Source: an optimization exercise on an open RTL-to-GDS flow (aim: small area, a short achievable clock period and few clock cycles per item). Production flows keep margins and buffers that such runs may drop. Where RTL was checked, it was by simulation tests only, not by an equivalence proof against the original. Function not checked in run 2: the RTL went through the layout flow alone. Power figures rest on the tool's default switching activity, not on a simulated workload.

File: design/flow/constraint.sdc
create_clock -name core_clock -period 5.5 [get_ports {clk}]
set_input_delay 1.1000 -clock core_clock [delete_from_list [all_inputs] [get_ports {clk}]]
set_output_delay 1.1000 -clock core_clock [all_outputs]
set_load 0.01 [all_outputs]
File: design/flow/flow/run.sh
#!/bin/bash
# Own layout flow: the standard layout (standard.sh, unchanged synthesis and steps), with
# the port buffers that global placement inserts made plain buffers instead of the default
# delay-buffer cell. Every input and output port still gets its own buffer.
set -euo pipefail
export BUFFER_PORTS_ARGS="-buffer_cell sky130_fd_sc_hd__buf_2"
bash standard.sh > standard.log 2>&1
File: design/flow/design.v
package fusion_pkg;
  typedef enum logic [1:0] {
    MODE_TRUNC    = 2'd0,
    MODE_ROUND    = 2'd1,
    MODE_PASS_NEW = 2'd2,
    MODE_PASS_OLD = 2'd3
  } mode_e;
  function automatic int beats_per_frame(input int image_dim, input int pixels_per_beat);
    beats_per_frame = (image_dim * image_dim) / pixels_per_beat;
  endfunction
  function automatic int cnt_width(input int n);
    cnt_width = (n > 1) ? $clog2(n) : 1;
  endfunction
endpackage
module fusion_lane
(
  input  logic       clk,
  input  logic       en,           
  input  logic       frc_one,      
  input  logic       frc_zero,     
  input  logic       c_half,       
  input  logic       c_pass,       
  input  logic       sel_y,        
  input  logic       sel_x,        
  input  logic       pass2,        
  input  logic [7:0] x_in,
  input  logic [7:0] y_in,
  input  logic [7:0] d_in,
  output logic [7:0] fused
);
  logic [7:0] deff;
  logic [7:0] pp0, pp1, pp2, pp3, pp4, pp5, pp6, pp7;
  logic [15:0] row_a, row_b, sum;
  logic [7:0] blend;
  logic s1, c2, s3, c4, s5, c6, s7, c8, s9, c10, s11, c12, s13, c14, s15, c16, s17, c18, s19, c20, s21, c22, s23, c24, s25, c26, s27, c28, s29, c30, s31, c32, s33, c34, s35, c36, s37, c38, s39, c40, s41, c42, s43, c44, s45, c46, s47, c48, s49, c50, s51, c52, s53, c54, s55, c56, s57, c58, s59, c60, s61, c62, s63, c64, s65, c66, s67, c68, s69, c70, s71, c72, s73, c74, s102, c103, s104, c105, s106, c107, s108, c109, s110, c111, s112, c113;
  logic r75, r76, r77, r78, r79, r80, r81, r82, r83, r84, r85, r86, r87, r88, r89, r90, r91, r92, r93, r94, r95, r96, r97, r98, r99, r100, r101;
  assign deff = d_in;
  assign pp0 = deff[0] ? y_in : x_in;
  assign pp1 = deff[1] ? y_in : x_in;
  assign pp2 = deff[2] ? y_in : x_in;
  assign pp3 = deff[3] ? y_in : x_in;
  assign pp4 = deff[4] ? y_in : x_in;
  assign pp5 = deff[5] ? y_in : x_in;
  assign pp6 = deff[6] ? y_in : x_in;
  assign pp7 = deff[7] ? y_in : x_in;
  logic pass1;
  logic [7:0] v;
  assign pass1 = sel_x | sel_y;
  assign v = sel_x ? x_in : y_in;
  assign s1 = pp0[6] ^ pp1[5];
  assign c2 = pp0[6] & pp1[5];
  assign s3 = (c_half ^ pp0[7]) ^ pp1[6];
  assign c4 = (c_half & pp0[7]) | (pp1[6] & (c_half ^ pp0[7]));
  assign s5 = (pp2[5] ^ pp3[4]) ^ pp4[3];
  assign c6 = (pp2[5] & pp3[4]) | (pp4[3] & (pp2[5] ^ pp3[4]));
  assign s7 = pp5[2] ^ pp6[1];
  assign c8 = pp5[2] & pp6[1];
  assign s9 = (pp1[7] ^ pp2[6]) ^ pp3[5];
  assign c10 = (pp1[7] & pp2[6]) | (pp3[5] & (pp1[7] ^ pp2[6]));
  assign s11 = (pp4[4] ^ pp5[3]) ^ pp6[2];
  assign c12 = (pp4[4] & pp5[3]) | (pp6[2] & (pp4[4] ^ pp5[3]));
  assign s13 = (pp2[7] ^ pp3[6]) ^ pp4[5];
  assign c14 = (pp2[7] & pp3[6]) | (pp4[5] & (pp2[7] ^ pp3[6]));
  assign s15 = pp0[4] ^ pp1[3];
  assign c16 = pp0[4] & pp1[3];
  assign s17 = (pp0[5] ^ pp1[4]) ^ pp2[3];
  assign c18 = (pp0[5] & pp1[4]) | (pp2[3] & (pp0[5] ^ pp1[4]));
  assign s19 = pp3[2] ^ pp4[1];
  assign c20 = pp3[2] & pp4[1];
  assign s21 = (pp2[4] ^ pp3[3]) ^ pp4[2];
  assign c22 = (pp2[4] & pp3[3]) | (pp4[2] & (pp2[4] ^ pp3[3]));
  assign s23 = (pp5[1] ^ pp6[0]) ^ s1;
  assign c24 = (pp5[1] & pp6[0]) | (s1 & (pp5[1] ^ pp6[0]));
  assign s25 = (pp7[0] ^ c2) ^ s7;
  assign c26 = (pp7[0] & c2) | (s7 & (pp7[0] ^ c2));
  assign s27 = s3 ^ s5;
  assign c28 = s3 & s5;
  assign s29 = (pp7[1] ^ c8) ^ c4;
  assign c30 = (pp7[1] & c8) | (c4 & (pp7[1] ^ c8));
  assign s31 = (c6 ^ s9) ^ s11;
  assign c32 = (c6 & s9) | (s11 & (c6 ^ s9));
  assign s33 = (pp5[4] ^ pp6[3]) ^ pp7[2];
  assign c34 = (pp5[4] & pp6[3]) | (pp7[2] & (pp5[4] ^ pp6[3]));
  assign s35 = (c10 ^ c12) ^ s13;
  assign c36 = (c10 & c12) | (s13 & (c10 ^ c12));
  assign s37 = (pp3[7] ^ pp4[6]) ^ pp5[5];
  assign c38 = (pp3[7] & pp4[6]) | (pp5[5] & (pp3[7] ^ pp4[6]));
  assign s39 = (pp6[4] ^ pp7[3]) ^ c14;
  assign c40 = (pp6[4] & pp7[3]) | (c14 & (pp6[4] ^ pp7[3]));
  assign s41 = (pp4[7] ^ pp5[6]) ^ pp6[5];
  assign c42 = (pp4[7] & pp5[6]) | (pp6[5] & (pp4[7] ^ pp5[6]));
  assign s43 = pp0[3] ^ pp1[2];
  assign c44 = pp0[3] & pp1[2];
  assign s45 = (pp2[2] ^ pp3[1]) ^ pp4[0];
  assign c46 = (pp2[2] & pp3[1]) | (pp4[0] & (pp2[2] ^ pp3[1]));
  assign s47 = (pp5[0] ^ c16) ^ s19;
  assign c48 = (pp5[0] & c16) | (s19 & (pp5[0] ^ c16));
  assign s49 = (c20 ^ c18) ^ s21;
  assign c50 = (c20 & c18) | (s21 & (c20 ^ c18));
  assign s51 = (c22 ^ c24) ^ s25;
  assign c52 = (c22 & c24) | (s25 & (c22 ^ c24));
  assign s53 = (c26 ^ c28) ^ s29;
  assign c54 = (c26 & c28) | (s29 & (c26 ^ c28));
  assign s55 = (s33 ^ c30) ^ c32;
  assign c56 = (s33 & c30) | (c32 & (s33 ^ c30));
  assign s57 = (c34 ^ s37) ^ c36;
  assign c58 = (c34 & s37) | (c36 & (c34 ^ s37));
  assign s59 = (pp7[4] ^ c38) ^ s41;
  assign c60 = (pp7[4] & c38) | (s41 & (pp7[4] ^ c38));
  assign s61 = (pp5[7] ^ pp6[6]) ^ pp7[5];
  assign c62 = (pp5[7] & pp6[6]) | (pp7[5] & (pp5[7] ^ pp6[6]));
  assign s63 = (pp0[2] ^ pp1[1]) ^ pp2[0];
  assign c64 = (pp0[2] & pp1[1]) | (pp2[0] & (pp0[2] ^ pp1[1]));
  assign s65 = (pp2[1] ^ pp3[0]) ^ s43;
  assign c66 = (pp2[1] & pp3[0]) | (s43 & (pp2[1] ^ pp3[0]));
  assign s67 = (c44 ^ s15) ^ s45;
  assign c68 = (c44 & s15) | (s45 & (c44 ^ s15));
  assign s69 = (c46 ^ s17) ^ s47;
  assign c70 = (c46 & s17) | (s47 & (c46 ^ s17));
  assign s71 = (c42 ^ s61) ^ c60;
  assign c72 = (c42 & s61) | (c60 & (c42 ^ s61));
  assign s73 = (pp6[7] ^ pp7[6]) ^ c62;
  assign c74 = (pp6[7] & pp7[6]) | (c62 & (pp6[7] ^ pp7[6]));
  logic [5:0] low_sum;
  assign low_sum = {1'b0, c66, c64, s63, pp0[1], pp0[0]} + {1'b0, s67, s65, 1'b0, pp1[0], 1'b0};
  assign s102 = (r77 ^ r78) ^ r79;
  assign c103 = (r77 & r78) | (r79 & (r77 ^ r78));
  assign s104 = (r81 ^ r82) ^ r83;
  assign c105 = (r81 & r82) | (r83 & (r81 ^ r82));
  assign s106 = (r84 ^ r85) ^ r86;
  assign c107 = (r84 & r85) | (r86 & (r84 ^ r85));
  assign s108 = (r87 ^ r88) ^ r89;
  assign c109 = (r87 & r88) | (r89 & (r87 ^ r88));
  assign s110 = (r90 ^ r91) ^ r92;
  assign c111 = (r90 & r91) | (r92 & (r90 ^ r91));
  assign s112 = (r93 ^ r94) ^ r95;
  assign c113 = (r93 & r94) | (r95 & (r93 ^ r94));
  assign row_a = {1'b0, r99, r97, c113, c111, c109, c107, c105, c103, s102, r75, 1'b0, 1'b0, 1'b0, 1'b0, 1'b0};
  assign row_b = {1'b0, r100, r98, r96, s112, s110, s108, s106, s104, r80, r76, 1'b0, 1'b0, 1'b0, 1'b0, 1'b0};
  logic [11:0] sum_hi;
  assign sum_hi = {row_a[15:5], 1'b1} + {row_b[15:5], r101};
  assign sum = {sum_hi[11:1], 5'b0};
  assign blend = sum[15:8];
  always_ff @(posedge clk) begin
    if (en) begin
      r75 <= pass1 ? v[0] : c68;
      r76 <= s69;
      r77 <= pass1 ? v[1] : c48;
      r78 <= s49;
      r79 <= pass1 ? v[2] : s23;
      r80 <= c70;
      r81 <= pass1 ? v[3] : c50;
      r82 <= s51;
      r83 <= pass1 ? v[4] : s27;
      r84 <= c52;
      r85 <= s53;
      r86 <= s31;
      r87 <= c54;
      r88 <= s55;
      r89 <= s35;
      r90 <= c56;
      r91 <= s57;
      r92 <= s39;
      r93 <= c58;
      r94 <= s59;
      r95 <= pass1 ? v[5] : c40;
      r96 <= s71;
      r97 <= c72;
      r98 <= s73;
      r99 <= pass1 ? v[6] : pp7[7];
      r100 <= pass1 ? v[7] : c74;
      r101 <= low_sum[5];
    end
  end
  logic [7:0] res;
  assign res = pass2 ? {r100, r99, r95, r83, r81, r79, r77, r75} : blend;
  always_ff @(posedge clk)
    if (en) fused <= res;
endmodule
module fusion_blend_v2
#(
  parameter int PIXELS_PER_BEAT = 16,
  parameter int PIX_W           = 8,
  parameter int WGT_W           = 8,
  parameter int IMAGE_DIM       = 512
) (
  input  logic                             clk,
  input  logic                             rst,
  input  logic [1:0]                       mode,
  input  logic                             in_valid,
  output logic                             in_ready,
  input  logic [PIX_W*PIXELS_PER_BEAT-1:0] old_frame,
  input  logic [PIX_W*PIXELS_PER_BEAT-1:0] new_frame,
  input  logic [WGT_W*PIXELS_PER_BEAT-1:0] weight,
  output logic                             out_valid,
  input  logic                             out_ready,
  output logic [PIX_W*PIXELS_PER_BEAT-1:0] fused_frame,
  output logic                             out_last,
  output logic                             frame_done
);
  localparam int BPF   = fusion_pkg::beats_per_frame(IMAGE_DIM, PIXELS_PER_BEAT);
  localparam int CNT_W = fusion_pkg::cnt_width(BPF);
  localparam logic [CNT_W-1:0] LAST_IDX = CNT_W'(BPF - 1);
  localparam int NST = 2;    
  localparam bit PASSMUX = 1;
  logic             en, acc, out_hs, first_beat, is_last, hold0;
  logic             mode_ok_q, mode_ok_d, first_q, first_d, hold0_q;
  logic [NST-1:0]   v_q, last_q;
  logic             done_q;
  logic [CNT_W-1:0] cnt_q;
  assign en     = !v_q[NST-1] || out_ready;
  assign out_hs = v_q[NST-1] && out_ready;
  assign is_last = (cnt_q == LAST_IDX);
  assign first_beat = first_q;
  assign hold0      = hold0_q;
  assign in_ready   = en && !hold0;
  assign acc        = in_valid && in_ready;
  always_comb begin
    first_d   = first_q;
    mode_ok_d = mode_ok_q;
    if (in_valid && hold0) mode_ok_d = 1'b1;
    if (acc) begin
      first_d = is_last;
      if (first_beat) mode_ok_d = 1'b0;
    end
  end
  always_ff @(posedge clk) begin
    if (rst) begin
      mode_ok_q <= 1'b0;
      first_q   <= 1'b1;
      hold0_q   <= 1'b1;
      cnt_q     <= '0;
      v_q       <= '0;
      done_q    <= 1'b0;
    end else begin
      mode_ok_q <= mode_ok_d;
      first_q   <= first_d;
      hold0_q   <= first_d && !mode_ok_d;
      if (acc) cnt_q <= is_last ? '0 : cnt_q + CNT_W'(1);
      if (en) v_q <= NST'({v_q, in_valid && !hold0});
      done_q <= out_hs && last_q[NST-1];
    end
  end
  always_ff @(posedge clk)
    if (en) last_q <= NST'({last_q, is_last});
  logic p_new, p_old, c_half, c_pass, frc_one, frc_zero, sel_x, sel_y;
  always_ff @(posedge clk) begin
    if (rst) begin
      p_new    <= 1'b0;
      p_old    <= 1'b0;
      c_half   <= 1'b0;
      c_pass   <= 1'b0;
    end else if (in_valid && hold0) begin
      p_new    <= (mode == 2'd2);
      p_old    <= (mode == 2'd3);
      c_half   <= PASSMUX ? (mode == 2'd1) : (mode != 2'd0);
      c_pass   <= !PASSMUX && mode[1];
    end
  end
  assign frc_one  = !PASSMUX && p_new;
  assign frc_zero = !PASSMUX && p_old;
  assign sel_y    = PASSMUX && p_new;
  assign sel_x    = PASSMUX && p_old;
  logic pass2_q;
  always_ff @(posedge clk)
    if (en) pass2_q <= p_new || p_old;
  for (genvar i = 0; i < PIXELS_PER_BEAT; i++) begin : g_lane
    fusion_lane u_lane (
      .clk      (clk),
      .en       (en),
      .frc_one  (frc_one),
      .frc_zero (frc_zero),
      .c_half   (c_half),
      .c_pass   (c_pass),
      .sel_y    (sel_y),
      .sel_x    (sel_x),
      .pass2    (pass2_q),
      .x_in     (old_frame[i*PIX_W +: PIX_W]),
      .y_in     (new_frame[i*PIX_W +: PIX_W]),
      .d_in     (weight[i*WGT_W +: WGT_W]),
      .fused    (fused_frame[i*PIX_W +: PIX_W])
    );
  end
  assign out_valid  = v_q[NST-1];
  assign out_last   = last_q[NST-1];
  assign frame_done = done_q;
endmodule
File: design/flow/config.mk
export PLATFORM = sky130hd
export DESIGN_NAME = fusion_blend_v2
export DESIGN_NICKNAME = fusion_blend_v2
export VERILOG_FILES = /design/flow/design.v
export SDC_FILE = /design/flow/constraint.sdc
export NUM_CORES = 4
export LEC_CHECK = 0
export CAP_MARGIN = 5
export CORE_MARGIN = 2
export CORE_UTILIZATION = 75
export CTS_BUF_LIST = sky130_fd_sc_hd__clkbuf_8
export CTS_CLUSTER_SIZE = 30
export PLACE_DENSITY = 0.8
export SETUP_SLACK_MARGIN = 2.7
export SLEW_MARGIN = 5
File: design/flow/standard.sh
#!/bin/bash
# synth_recipe.tcl (not shown) runs the flow's synth.tcl, then flattens the netlist and writes it again
# the make line also repeats each setting of config.mk as NAME=value (left out here)
make -C /OpenROAD-flow-scripts/flow DESIGN_CONFIG=/design/flow/config.mk WORK_HOME=/design/flow/orfs CLKGATE_MAP_FILE= SYNTH_SCRIPT=/design/flow/synth_recipe.tcl "${@:-finish}"
==> results of run 1 <==
synthesized netlist by cell type, types with 6 or more instances:
cell type / number / area share
and2_1: 6 / 0.00068
fa_1: 592 / 0.22
a31oi_1: 8 / 0.00091
inv_1: 663 / 0.045
a21oi_1: 57 / 0.0052
ha_1: 289 / 0.066
a211oi_1: 23 / 0.0031
xnor2_1: 52 / 0.0083
and3_1: 7 / 0.00080
buf_1: 23 / 0.0016
nand4_1: 6 / 0.00068
nor2_1: 95 / 0.0065
a21boi_0: 6 / 0.00082
nand2b_1: 26 / 0.0030
o31ai_1: 20 / 0.0027
nor4_1: 7 / 0.00080
clkbuf_1: 373 / 0.025
nand3_1: 14 / 0.0013
clkbuf_2: 14 / 0.0013
o21a_1: 16 / 0.0022
mux2i_1: 615 / 0.11
o2111ai_1: 6 / 0.00096
dfxtp_1: 23 / 0.0084
a221oi_1: 6 / 0.00096
xor2_1: 38 / 0.0061
edfxtp_1: 563 / 0.31
nor2b_1: 9 / 0.0010
o211ai_1: 9 / 0.0012
o21bai_1: 16 / 0.0022
mux2_2: 514 / 0.11
nor3_1: 54 / 0.0049
or3_1: 9 / 0.0010
o21ai_0: 273 / 0.025
a21o_1: 29 / 0.0040
nand2_1: 281 / 0.019
metrics by stage:
step | hold WS (ns) | utilization | setup WS (ns) | instance area [µm²] | setup TNS [ns]
4_1_cts | 0.439 | 0.824 | 2.58 | 60000 | 0
3_3_place_gp | 0.406 | 0.793 | 2.11 | 57800 | 0
3_5_place_dp | 0.418 | 0.793 | 2.00 | 57800 | 0
2_1_floorplan | 0.400 | - | -5.18 | 56600 | -2681.47
5_1_grt | 0.449 | 0.830 | 2.61 | 60500 | 0
6_report | 0.440 | 0.831 | 2.69 | 60500 | 0
what timing repair did:
| action | in CTS | in global routing |
|---|---|---|
| setup buffers | 7 | 7 |
| cloned | 0 | 1 |
| pin swaps | 15 | 18 |
| gates resized for setup | 29 | 57 |
| endpoints found under the setup margin | 32 | 60 |
cell type report:
cell class	instances	area, µm²	share of cell area
Antenna cell	70	175	0.00290
Clock buffer	105	1450	0.0239
Clock inverter	77	583	0.00964
Inverter	663	2490	0.0412
Multi-Input combinational cell	3138	34300	0.566
Sequential cell	586	17400	0.287
Tap cell	959	1200	0.0198
Timing Repair Buffer	550	2960	0.0489
Timing Repair inverter	1	5.00	0.0000827
power by group through the flow:
stage	clock [W]	sequential [W]	combinational (W)
after floorplan	0	0.00862	0.0103
after global placement	0	0.00864	0.0135
after detailed placement	0	0.00870	0.0142
after CTS	0.00414	0.00863	0.0147
after global routing	0.00431	0.00881	0.0173
final	0.00409	0.00864	0.0155
cells by family (layout without fill, tap and decap cells):
logic type,after synthesis,after routing,synth area share
AOI/OAI and AO/OA,501,501,0.0544
xor gates and xnor gates,90,90,0.0143
adders and majority gates,881,881,0.281
buffers and inverters,1078,1396,0.0740
DFF,586,586,0.316
muxes,1129,1129,0.217
other,0,70,0
and+or+nand+nor,537,537,0.0429
layer usage:
metal,part of all wire,global-route usage,up-vias,routed length [µm]
li1,-,-,16900,-
met1,0.39,0.452,18500,51400
met2,0.48,0.540,1488,63000
met3,0.080,0.0717,353,10400
met4,0.043,0.166,34,5610
met5,0.0016,0,-,213
final timing paths:
| path | startpoint | end | slack [ns] | depth (start not counted) |
|---|---|---|---|---|
| min reg2reg | last_q[0] | last_q[1] | 0.44 | 0 |
| max reg2reg | g_lane[6].u_lane.r93 | g_lane[6].u_lane.fused[6] | 2.69 | 7 |
| min | last_q[0] | last_q[1] | 0.44 | 0 |
| max | g_lane[6].u_lane.r93 | g_lane[6].u_lane.fused[6] | 2.69 | 7 |
==> flow_metrics.py, run 1 <==
metrics = {
    "worst_setup_path": {
        "max_stage_delay_ns": 0.59,
        "endpoint_kind": "flop",
        "crit_chain": "fa_1 -> ha_4 -> a21o_1 -> or4_4 -> a2bb2oi_4 -> and3_1 -> a2111o_1",
        "crit_family": "adder cells",
        "worstPathArrival_ns": 3.25,
        "critPathRequiredTime_ns": 5.94,
        "crit_path_max_fanout": 4,
        "slowest_stage": "fa_1",
        "path_buf_inv": 0,
        "startpoint_type": "flop",
        "worstSetupPathType": "reg -> reg",
    },
    "pwr": {
        "power_switching_w": 0.0114,
        "ir_drop_mv": 0.466,
        "p_comb_frac": 0.549,
        "internal_power_w": 0.0168,
        "pwr-share-clk": 0.145,
        "share_seq_of_total_power": 0.306,
        "power.total_w": 0.0283,
        "leakagePower_nw": 27.2,
        "powerDensity_nw_per_um2": 467,
        "netSwitchingFraction": 0.404,
    },
    "layout": {
        "drive_gt1_frac": 0.254,
        "final_cells": 6149,
        "regMostFlops": "g_lane.u_lane.fused",
        "layout_common_cells": "inv_1 (668), mux2i_1 (615), fa_1 (580)",
        "largest_reg_flops": 128,
        "final_common_cell": "inv_1",
        "fillers": 4279,
        "fin_nets": 6311,
        "area_growth_pct": 10.0,
    },
    "clock_network": {
        "clk_latency_ns": 0.71,
        "cts_buffers": 100,
        "clockBufferDepth": 3,
        "cts_tree": "yes",
        "cts.clk_slew.worst_paths_ns": 0.06,
        "hold_buffers": 0,
        "cts_root_buf": "clkbuf_8",
        "cts_sinks": 586,
        "htree_levels": 3,
    },
    "routing": {
        "drt_iter0_markers": 2748,
        "ant_nets": 0,
        "vias": 37200,
        "wirelength_um": 131000,
        "viasPerCell": 6.05,
        "drc": 0,
        "firstDrtPassIters": 6,
        "avgRoutedWirePerCell_um": 21.2,
    },
    "timing": {
        "slew_violations": 0,
        "relSlewSlack": 0.249,
        "tightest_slew_ns": 1.13,
        "skew_ns": 0.0206,
        "period_needed_ns": 2.81,
        "fmax_mhz": 356,
        "hold_viol_final": 0,
        "finalSetupViolCount": 0,
        "rsz0062_at_grt": "yes",
        "fin_crit_sh": 0.511,
    },
    "die": {
        "die_x_um": 275,
        "die_h_um": 275,
        "die-area_um2": 75500,
        "ios": 522,
        "core_um2": 72800,
        "start_util": 0.755,
        "num_rows": 99,
    },
    "global_route": {
        "grt_pass1_vias": 38100,
        "grt_max_degree": 176,
        "antenna_found_initial": 78,
        "grt_pass1_wl_um": 202000,
        "track_usage": 0.341,
        "overflow": 0,
    },
    "placement": {
        "port_buffers": 521,
        "dp.cells": 5882,
        "detailed_place_hpwl_um": 94700,
        "gp_congestion": 0.933,
    },
    "run_status": {
        "status": "complete, no violations",
    },
    "logic_synthesis": {
        "synth_nets": 6073,
        "netlist_instances": 4802,
        "ys_ff_latch": 586,
        "postSynthAreaPerCell_um2": 11.5,
        "yosys_warnings": 2,
        "synth-edff-count": 563,
        "yosysUniqueCellTypes": 61,
        "async_reset_ff_frac": 0,
        "ys_seq_area_frac": 0.316,
        "synth_area_um2": 55000,
        "synth-main-ff-cell": "edfxtp_1",
    },
    "run": {
        "maxCapViolCount": 0,
    },
    "hold_path": {
        "hold_path_class": "reg -> reg",
    },
}
Testbench counts, summed over its fixed seeds: cycles 65,548, items 65,536.
==> inputs of run 2 (changes only) <==
--- a/design/flow/design.v
+++ b/design/flow/design.v
@@ -34,7 +34,7 @@
   logic [7:0] blend;
   logic s1, c2, s3, c4, s5, c6, s7, c8, s9, c10, s11, c12, s13, c14, s15, c16, s17, c18, s19, c20, s21, c22, s23, c24, s25, c26, s27, c28, s29, c30, s31, c32, s33, c34, s35, c36, s37, c38, s39, c40, s41, c42, s43, c44, s45, c46, s47, c48, s49, c50, s51, c52, s53, c54, s55, c56, s57, c58, s59, c60, s61, c62, s63, c64, s65, c66, s67, c68, s69, c70, s71, c72, s73, c74, s102, c103, s104, c105, s106, c107, s108, c109, s110, c111, s112, c113;
   logic r75, r76, r77, r78, r79, r80, r81, r82, r83, r84, r85, r86, r87, r88, r89, r90, r91, r92, r93, r94, r95, r96, r97, r98, r99, r100, r101;
-  assign deff = d_in;
+  assign deff = {d_in[7:1], sel_y | (d_in[0] & ~sel_x)};
   assign pp0 = deff[0] ? y_in : x_in;
   assign pp1 = deff[1] ? y_in : x_in;
   assign pp2 = deff[2] ? y_in : x_in;
@@ -46,33 +46,33 @@
   logic pass1;
   logic [7:0] v;
   assign pass1 = sel_x | sel_y;
-  assign v = sel_x ? x_in : y_in;
-  assign s1 = pp0[6] ^ pp1[5];
-  assign c2 = pp0[6] & pp1[5];
-  assign s3 = (c_half ^ pp0[7]) ^ pp1[6];
-  assign c4 = (c_half & pp0[7]) | (pp1[6] & (c_half ^ pp0[7]));
-  assign s5 = (pp2[5] ^ pp3[4]) ^ pp4[3];
-  assign c6 = (pp2[5] & pp3[4]) | (pp4[3] & (pp2[5] ^ pp3[4]));
-  assign s7 = pp5[2] ^ pp6[1];
-  assign c8 = pp5[2] & pp6[1];
+  assign v = pp0;
+  assign s1 = pp1[5] ^ pp2[4];
+  assign c2 = pp1[5] & pp2[4];
+  assign s3 = (c_half ^ pp1[6]) ^ pp2[5];
+  assign c4 = (c_half & pp1[6]) | (pp2[5] & (c_half ^ pp1[6]));
+  assign s5 = (pp3[4] ^ pp4[3]) ^ pp5[2];
+  assign c6 = (pp3[4] & pp4[3]) | (pp5[2] & (pp3[4] ^ pp4[3]));
+  assign s7 = pp6[1] ^ pp7[0];
+  assign c8 = pp6[1] & pp7[0];
   assign s9 = (pp1[7] ^ pp2[6]) ^ pp3[5];
   assign c10 = (pp1[7] & pp2[6]) | (pp3[5] & (pp1[7] ^ pp2[6]));
   assign s11 = (pp4[4] ^ pp5[3]) ^ pp6[2];
   assign c12 = (pp4[4] & pp5[3]) | (pp6[2] & (pp4[4] ^ pp5[3]));
   assign s13 = (pp2[7] ^ pp3[6]) ^ pp4[5];
   assign c14 = (pp2[7] & pp3[6]) | (pp4[5] & (pp2[7] ^ pp3[6]));
-  assign s15 = pp0[4] ^ pp1[3];
-  assign c16 = pp0[4] & pp1[3];
-  assign s17 = (pp0[5] ^ pp1[4]) ^ pp2[3];
-  assign c18 = (pp0[5] & pp1[4]) | (pp2[3] & (pp0[5] ^ pp1[4]));
-  assign s19 = pp3[2] ^ pp4[1];
-  assign c20 = pp3[2] & pp4[1];
-  assign s21 = (pp2[4] ^ pp3[3]) ^ pp4[2];
-  assign c22 = (pp2[4] & pp3[3]) | (pp4[2] & (pp2[4] ^ pp3[3]));
-  assign s23 = (pp5[1] ^ pp6[0]) ^ s1;
-  assign c24 = (pp5[1] & pp6[0]) | (s1 & (pp5[1] ^ pp6[0]));
-  assign s25 = (pp7[0] ^ c2) ^ s7;
-  assign c26 = (pp7[0] & c2) | (s7 & (pp7[0] ^ c2));
+  assign s15 = pp1[3] ^ pp2[2];
+  assign c16 = pp1[3] & pp2[2];
+  assign s17 = (pp1[4] ^ pp2[3]) ^ pp3[2];
+  assign c18 = (pp1[4] & pp2[3]) | (pp3[2] & (pp1[4] ^ pp2[3]));
+  assign s19 = pp4[1] ^ pp5[0];
+  assign c20 = pp4[1] & pp5[0];
+  assign s21 = (pp3[3] ^ pp4[2]) ^ pp5[1];
+  assign c22 = (pp3[3] & pp4[2]) | (pp5[1] & (pp3[3] ^ pp4[2]));
+  assign s23 = (pp6[0] ^ pp0[6]) ^ s1;
+  assign c24 = (pp6[0] & pp0[6]) | (s1 & (pp6[0] ^ pp0[6]));
+  assign s25 = (pp0[7] ^ c2) ^ s7;
+  assign c26 = (pp0[7] & c2) | (s7 & (pp0[7] ^ c2));
   assign s27 = s3 ^ s5;
   assign c28 = s3 & s5;
   assign s29 = (pp7[1] ^ c8) ^ c4;
@@ -89,12 +89,12 @@
   assign c40 = (pp6[4] & pp7[3]) | (c14 & (pp6[4] ^ pp7[3]));
   assign s41 = (pp4[7] ^ pp5[6]) ^ pp6[5];
   assign c42 = (pp4[7] & pp5[6]) | (pp6[5] & (pp4[7] ^ pp5[6]));
-  assign s43 = pp0[3] ^ pp1[2];
-  assign c44 = pp0[3] & pp1[2];
-  assign s45 = (pp2[2] ^ pp3[1]) ^ pp4[0];
-  assign c46 = (pp2[2] & pp3[1]) | (pp4[0] & (pp2[2] ^ pp3[1]));
-  assign s47 = (pp5[0] ^ c16) ^ s19;
-  assign c48 = (pp5[0] & c16) | (s19 & (pp5[0] ^ c16));
+  assign s43 = pp1[2] ^ pp2[1];
+  assign c44 = pp1[2] & pp2[1];
+  assign s45 = (pp3[1] ^ pp4[0]) ^ pp0[4];
+  assign c46 = (pp3[1] & pp4[0]) | (pp0[4] & (pp3[1] ^ pp4[0]));
+  assign s47 = (pp0[5] ^ c16) ^ s19;
+  assign c48 = (pp0[5] & c16) | (s19 & (pp0[5] ^ c16));
   assign s49 = (c20 ^ c18) ^ s21;
   assign c50 = (c20 & c18) | (s21 & (c20 ^ c18));
   assign s51 = (c22 ^ c24) ^ s25;
@@ -109,20 +109,20 @@
   assign c60 = (pp7[4] & c38) | (s41 & (pp7[4] ^ c38));
   assign s61 = (pp5[7] ^ pp6[6]) ^ pp7[5];
   assign c62 = (pp5[7] & pp6[6]) | (pp7[5] & (pp5[7] ^ pp6[6]));
-  assign s63 = (pp0[2] ^ pp1[1]) ^ pp2[0];
-  assign c64 = (pp0[2] & pp1[1]) | (pp2[0] & (pp0[2] ^ pp1[1]));
-  assign s65 = (pp2[1] ^ pp3[0]) ^ s43;
-  assign c66 = (pp2[1] & pp3[0]) | (s43 & (pp2[1] ^ pp3[0]));
+  assign s63 = (pp1[1] ^ pp2[0]) ^ pp0[2];
+  assign c64 = (pp1[1] & pp2[0]) | (pp0[2] & (pp1[1] ^ pp2[0]));
+  assign s65 = (pp3[0] ^ pp0[3]) ^ s43;
+  assign c66 = (pp3[0] & pp0[3]) | (s43 & (pp3[0] ^ pp0[3]));
   assign s67 = (c44 ^ s15) ^ s45;
   assign c68 = (c44 & s15) | (s45 & (c44 ^ s15));
-  assign s69 = (c46 ^ s17) ^ s47;
-  assign c70 = (c46 & s17) | (s47 & (c46 ^ s17));
+  assign s69 = (s17 ^ c46) ^ s47;
+  assign c70 = (s17 & c46) | (s47 & (s17 ^ c46));
   assign s71 = (c42 ^ s61) ^ c60;
   assign c72 = (c42 & s61) | (c60 & (c42 ^ s61));
   assign s73 = (pp6[7] ^ pp7[6]) ^ c62;
   assign c74 = (pp6[7] & pp7[6]) | (c62 & (pp6[7] ^ pp7[6]));
   logic [5:0] low_sum;
-  assign low_sum = {1'b0, c66, c64, s63, pp0[1], pp0[0]} + {1'b0, s67, s65, 1'b0, pp1[0], 1'b0};
+  assign low_sum = {1'b0, c66, c64, s63, pp1[0], pp0[0]} + {1'b0, s67, s65, 1'b0, pp0[1], 1'b0};
   assign s102 = (r77 ^ r78) ^ r79;
   assign c103 = (r77 & r78) | (r79 & (r77 ^ r78));
   assign s104 = (r81 ^ r82) ^ r83;
@@ -143,15 +143,15 @@
   assign blend = sum[15:8];
   always_ff @(posedge clk) begin
     if (en) begin
-      r75 <= pass1 ? v[0] : c68;
+      r75 <= c68;
       r76 <= s69;
-      r77 <= pass1 ? v[1] : c48;
+      r77 <= pass1 ? v[0] : c48;
       r78 <= s49;
-      r79 <= pass1 ? v[2] : s23;
+      r79 <= pass1 ? v[1] : s23;
       r80 <= c70;
-      r81 <= pass1 ? v[3] : c50;
+      r81 <= pass1 ? v[2] : c50;
       r82 <= s51;
-      r83 <= pass1 ? v[4] : s27;
+      r83 <= pass1 ? v[3] : s27;
       r84 <= c52;
       r85 <= s53;
       r86 <= s31;
@@ -160,7 +160,7 @@
       r89 <= s35;
       r90 <= c56;
       r91 <= s57;
-      r92 <= s39;
+      r92 <= pass1 ? v[4] : s39;
       r93 <= c58;
       r94 <= s59;
       r95 <= pass1 ? v[5] : c40;
@@ -173,7 +173,7 @@
     end
   end
   logic [7:0] res;
-  assign res = pass2 ? {r100, r99, r95, r83, r81, r79, r77, r75} : blend;
+  assign res = pass2 ? {r100, r99, r95, r92, r83, r81, r79, r77} : blend;
   always_ff @(posedge clk)
     if (en) fused <= res;
 endmodule
==> design/flow/config.mk (replaced) <==
export PLATFORM = sky130hd
export DESIGN_NAME = fusion_blend_v2
export DESIGN_NICKNAME = fusion_blend_v2
export VERILOG_FILES = /design/flow/design.v
export SDC_FILE = /design/flow/constraint.sdc
export NUM_CORES = 4
export LEC_CHECK = 0
export CAP_MARGIN = 20
export CORE_MARGIN = 2
export CORE_UTILIZATION = 65
export CTS_BUF_LIST = sky130_fd_sc_hd__clkbuf_8
export CTS_CLUSTER_SIZE = 30
export PLACE_DENSITY = 0.72
export SETUP_SLACK_MARGIN = 2.6
export SLEW_MARGIN = 20
==> run 2 against run 1 <==
Still clean. Combinational power hardly changed. Utilization is 9.3 points lower. First-iteration DRC count is 32% lower. Power is 1.1% lower. Routed wire length is 0.20% higher. Cell count is 1.9% lower. Synthesized area is 2.6% lower. Synthesized cell count is 9.8% lower. Register-to-register slack worse by 0.098 ns. Die area is 12% higher. Clock skew is 0.0085 ns higher. Count of clock-buffer cells in the layout is 1 lower. Largest cell class unchanged.
==> flow_metrics.py, run 2 <==
metrics = {
    "timing": {
        "period_needed_ns": 2.91,
        "skew_ns": 0.0291,
        "rsz0062_at_grt": "yes",
        "hold_viol_final": 0,
        "finalSetupViolCount": 0,
        "fmax_mhz": 344,
        "slew_violations": 0,
        "setup_tns_ns": 0,
        "tightest_slew_ns": 0.896,
        "relSlewSlack": 0.402,
        "fin_crit_sh": 0.529,
    },
    "logic_synthesis": {
        "synth-edff-count": 563,
        "yosys_warnings": 2,
        "synth-main-ff-cell": "edfxtp_1",
        "yosysUniqueCellTypes": 77,
        "synth_area_leaders": "edfxtp_1 (32%), fa_1 (22%), mux2_2 (12%)",
        "ys_ff_latch": 586,
        "ys_seq_area_frac": 0.324,
        "netlist_instances": 4330,
        "yosysMostFrequentCell": "inv_1",
        "synth_top_area_frac": 0.316,
        "synth_nets": 5601,
        "async_reset_ff_frac": 0,
        "yosysTopAreaCell": "edfxtp_1",
        "synth_area_um2": 53600,
        "ys_top_cells_by_count": "inv_1 (639), fa_1 (592), mux2_2 (592), edfxtp_1 (563), mux2i_1 (514)",
        "postSynthAreaPerCell_um2": 12.4,
    },
    "global_route": {
        "overflow": 0,
        "grt_pass1_vias": 36900,
        "antenna_found_initial": 41,
        "grt_max_degree": 158,
        "track_usage": 0.309,
        "grt_pass1_wl_um": 205000,
    },
    "worst_setup_path": {
        "worstPathArrival_ns": 3.38,
        "worstSetupPathType": "reg -> reg",
        "endpoint_kind": "flop",
        "crit_path_max_fanout": 30,
        "critPathLaunch": "p_old",
        "critPathCapture": "g_lane[8].u_lane.r101",
        "startpoint_type": "flop",
        "reg2regPathDepth": 9,
        "critPathRequiredTime_ns": 5.97,
        "timing.rr.end": "g_lane[8].u_lane.r101",
        "reg2reg_slack_ns": 2.59,
        "r2r_start": "p_old",
    },
    "layout": {
        "largest_reg_flops": 128,
        "final_common_cell": "inv_1",
        "layout_common_cells": "inv_1 (655), fa_1 (576), edfxtp_1 (563)",
        "area.sequential_um2": 17400,
        "area_growth_pct": 12.8,
        "multi_input_area_um2": 33900,
        "drive_gt1_frac": 0.295,
        "fillers": 5781,
        "fin_nets": 6128,
        "regMostFlops": "g_lane.u_lane.fused",
        "postLayoutCellArea_um2": 60400,
    },
    "hold_path": {
        "hold_path_class": "reg -> reg",
        "hold_start": "last_q[0]",
        "whs_path_depth": 0,
    },
    "routing": {
        "avgRoutedWirePerCell_um": 21.7,
        "vias": 35600,
        "ant_nets": 0,
        "firstDrtPassIters": 7,
        "wirelength_um": 131000,
        "drc": 0,
        "viasPerCell": 5.90,
        "drt_iter0_markers": 1860,
    },
    "placement": {
        "place_area_um2": 57700,
        "port_buffers": 521,
        "detailed_place_hpwl_um": 98500,
        "gp_congestion": 0.907,
    },
    "clock_network": {
        "clockBufferDepth": 3,
        "cts_sinks": 586,
        "cts_root_buf": "clkbuf_8",
        "cts_buffers": 102,
        "clk_latency_ns": 0.73,
        "cts_tree": "yes",
        "cts.clk_slew.worst_paths_ns": 0.06,
        "hold_buffers": 0,
        "htree_levels": 3,
    },
    "run_status": {
        "status": "complete, no violations",
    },
    "die": {
        "ios": 522,
        "die_x_um": 291,
        "die-area_um2": 84700,
        "core_um2": 81800,
        "start_util": 0.655,
        "die_h_um": 291,
        "num_rows": 105,
    },
    "pwr": {
        "ir_drop_mv": 0.266,
        "leakagePower_nw": 27.3,
        "powerDensity_nw_per_um2": 462,
    },
    "run": {
        "maxCapViolCount": 0,
    },
}
run 2: cell types whose count changed after synthesis, sizes merged, moves of 11 or more:
cell	change
a21o	+24
nand2b	-19
a41o	+16
clkbuf	-240
o21a	+11
mux2	+78
inv	-23
nor3	-35
mux2i	-101
o21ai	-129
a21oi	+41
nor2	-33
nand2	-118
run 2: kinds of logic after synthesis:
kind of cell	Yosys count	synth area share
AOI/OAI and AO/OA	492	0.0624
DFF	586	0.324
muxes	1106	0.220
and+or+nand+nor	370	0.0335
adders and majority gates	881	0.289
xor gates and xnor gates	83	0.0136
buffers and inverters	812	0.0573
run 2: routing by layer:
layer / GRT usage / share of wire
met5: 0 / 0.0017
met4: 0.124 / 0.040
met3: 0.0580 / 0.065
met2: 0.492 / 0.47
met1: 0.423 / 0.42
run 2: per-stage QoR:
| step | power, W | setup WS, ns | utilization | cells | hold WS (ns) |
|---|---|---|---|---|---|
| final | 0.0279 | 2.59 | 0.738 | 6033 | 0.431 |
| after floorplan | 0.0193 | -5.68 | - | 4330 | 0.400 |
| after CTS | 0.0278 | 2.59 | 0.732 | 5967 | 0.429 |
| after detailed placement | 0.0236 | 1.82 | 0.705 | 5769 | 0.416 |
| after global routing | 0.0303 | 2.52 | 0.738 | 6020 | 0.440 |
| after global placement | 0.0231 | 1.83 | 0.705 | 5769 | 0.402 |
run 2: final cells by class:
class	count	share of cell area
timing repair buffer	594	0.0546
sequential	586	0.288
inverter	641	0.0402
antenna	32	0.00133
tap	1070	0.0222
clock buffer	104	0.0237
multi-input combinational	2932	0.562
clock inverter	74	0.00874
run 2: power breakdown:
group          switching (W)  leakage, nW  total (W)  internal, W
logic                0.00848         20.0     0.0154      0.00691
registers           0.000981         6.19    0.00860      0.00762
clock network        0.00182         1.12    0.00395      0.00212
total                 0.0113         27.3     0.0279       0.0167
run 2: worst min path at each step:
stage	endpoint	slack [ns]
after floorplan	last_q[1]	0.40
after global placement	last_q[1]	0.40
after detailed placement	last_q[1]	0.42
after CTS	last_q[1]	0.43
after global routing	last_q[1]	0.44
final	last_q[1]	0.43
run 2: critical path, cell delays in order, from the launching register on:
cell	delay, ns
dfxtp_4	0.41
inv_16	0.10
buf_16	0.19
a21oi_4	0.19
mux2i_2	0.27
fa_1	0.47
fa_1	0.54
inv_1	0.04
ha_1	0.27
a21o_1	0.15
run 2: timing repair:
item | CTS | global route
pin swaps | 10 | 22
gates resized for setup | 16 | 38
gates cloned | 0 | 1
endpoints found under the setup margin | 43 | 43
setup buffers | 20 | 33

==> static timing again, ports no longer ideal <==
How much do the figures lean on ideal ports? The routed layouts below were timed once more, with nothing changed but the port constraints. Step 1 assumes that a clkbuf_16 drives the clock port and a buf_2 every other input. Step 2 times the ports against the registers' clock, not the clock port: input delays grow and output delays shrink by t, the midpoint of the rising clock arrivals with the driver on. Three values: no drivers, after step 1, after step 2; two values: the first two.
run	t, ns	setup WS [ns]	worst hold slack (ns)	slew at the worst register clock pin (ns)
run 1	0.770	2.688 / 2.688 / 1.945	0.440 / 0.440 / 0.440	0.08 / 0.08
run 2	0.781	2.591 / 2.591 / 1.963	0.431 / 0.431 / 0.431	0.07 / 0.07
After both steps every run listed still meets setup and hold. For run 1, which loses most, drivers alone change the setup slack by 0.000 ns; drivers and shift together by -0.743 ns.
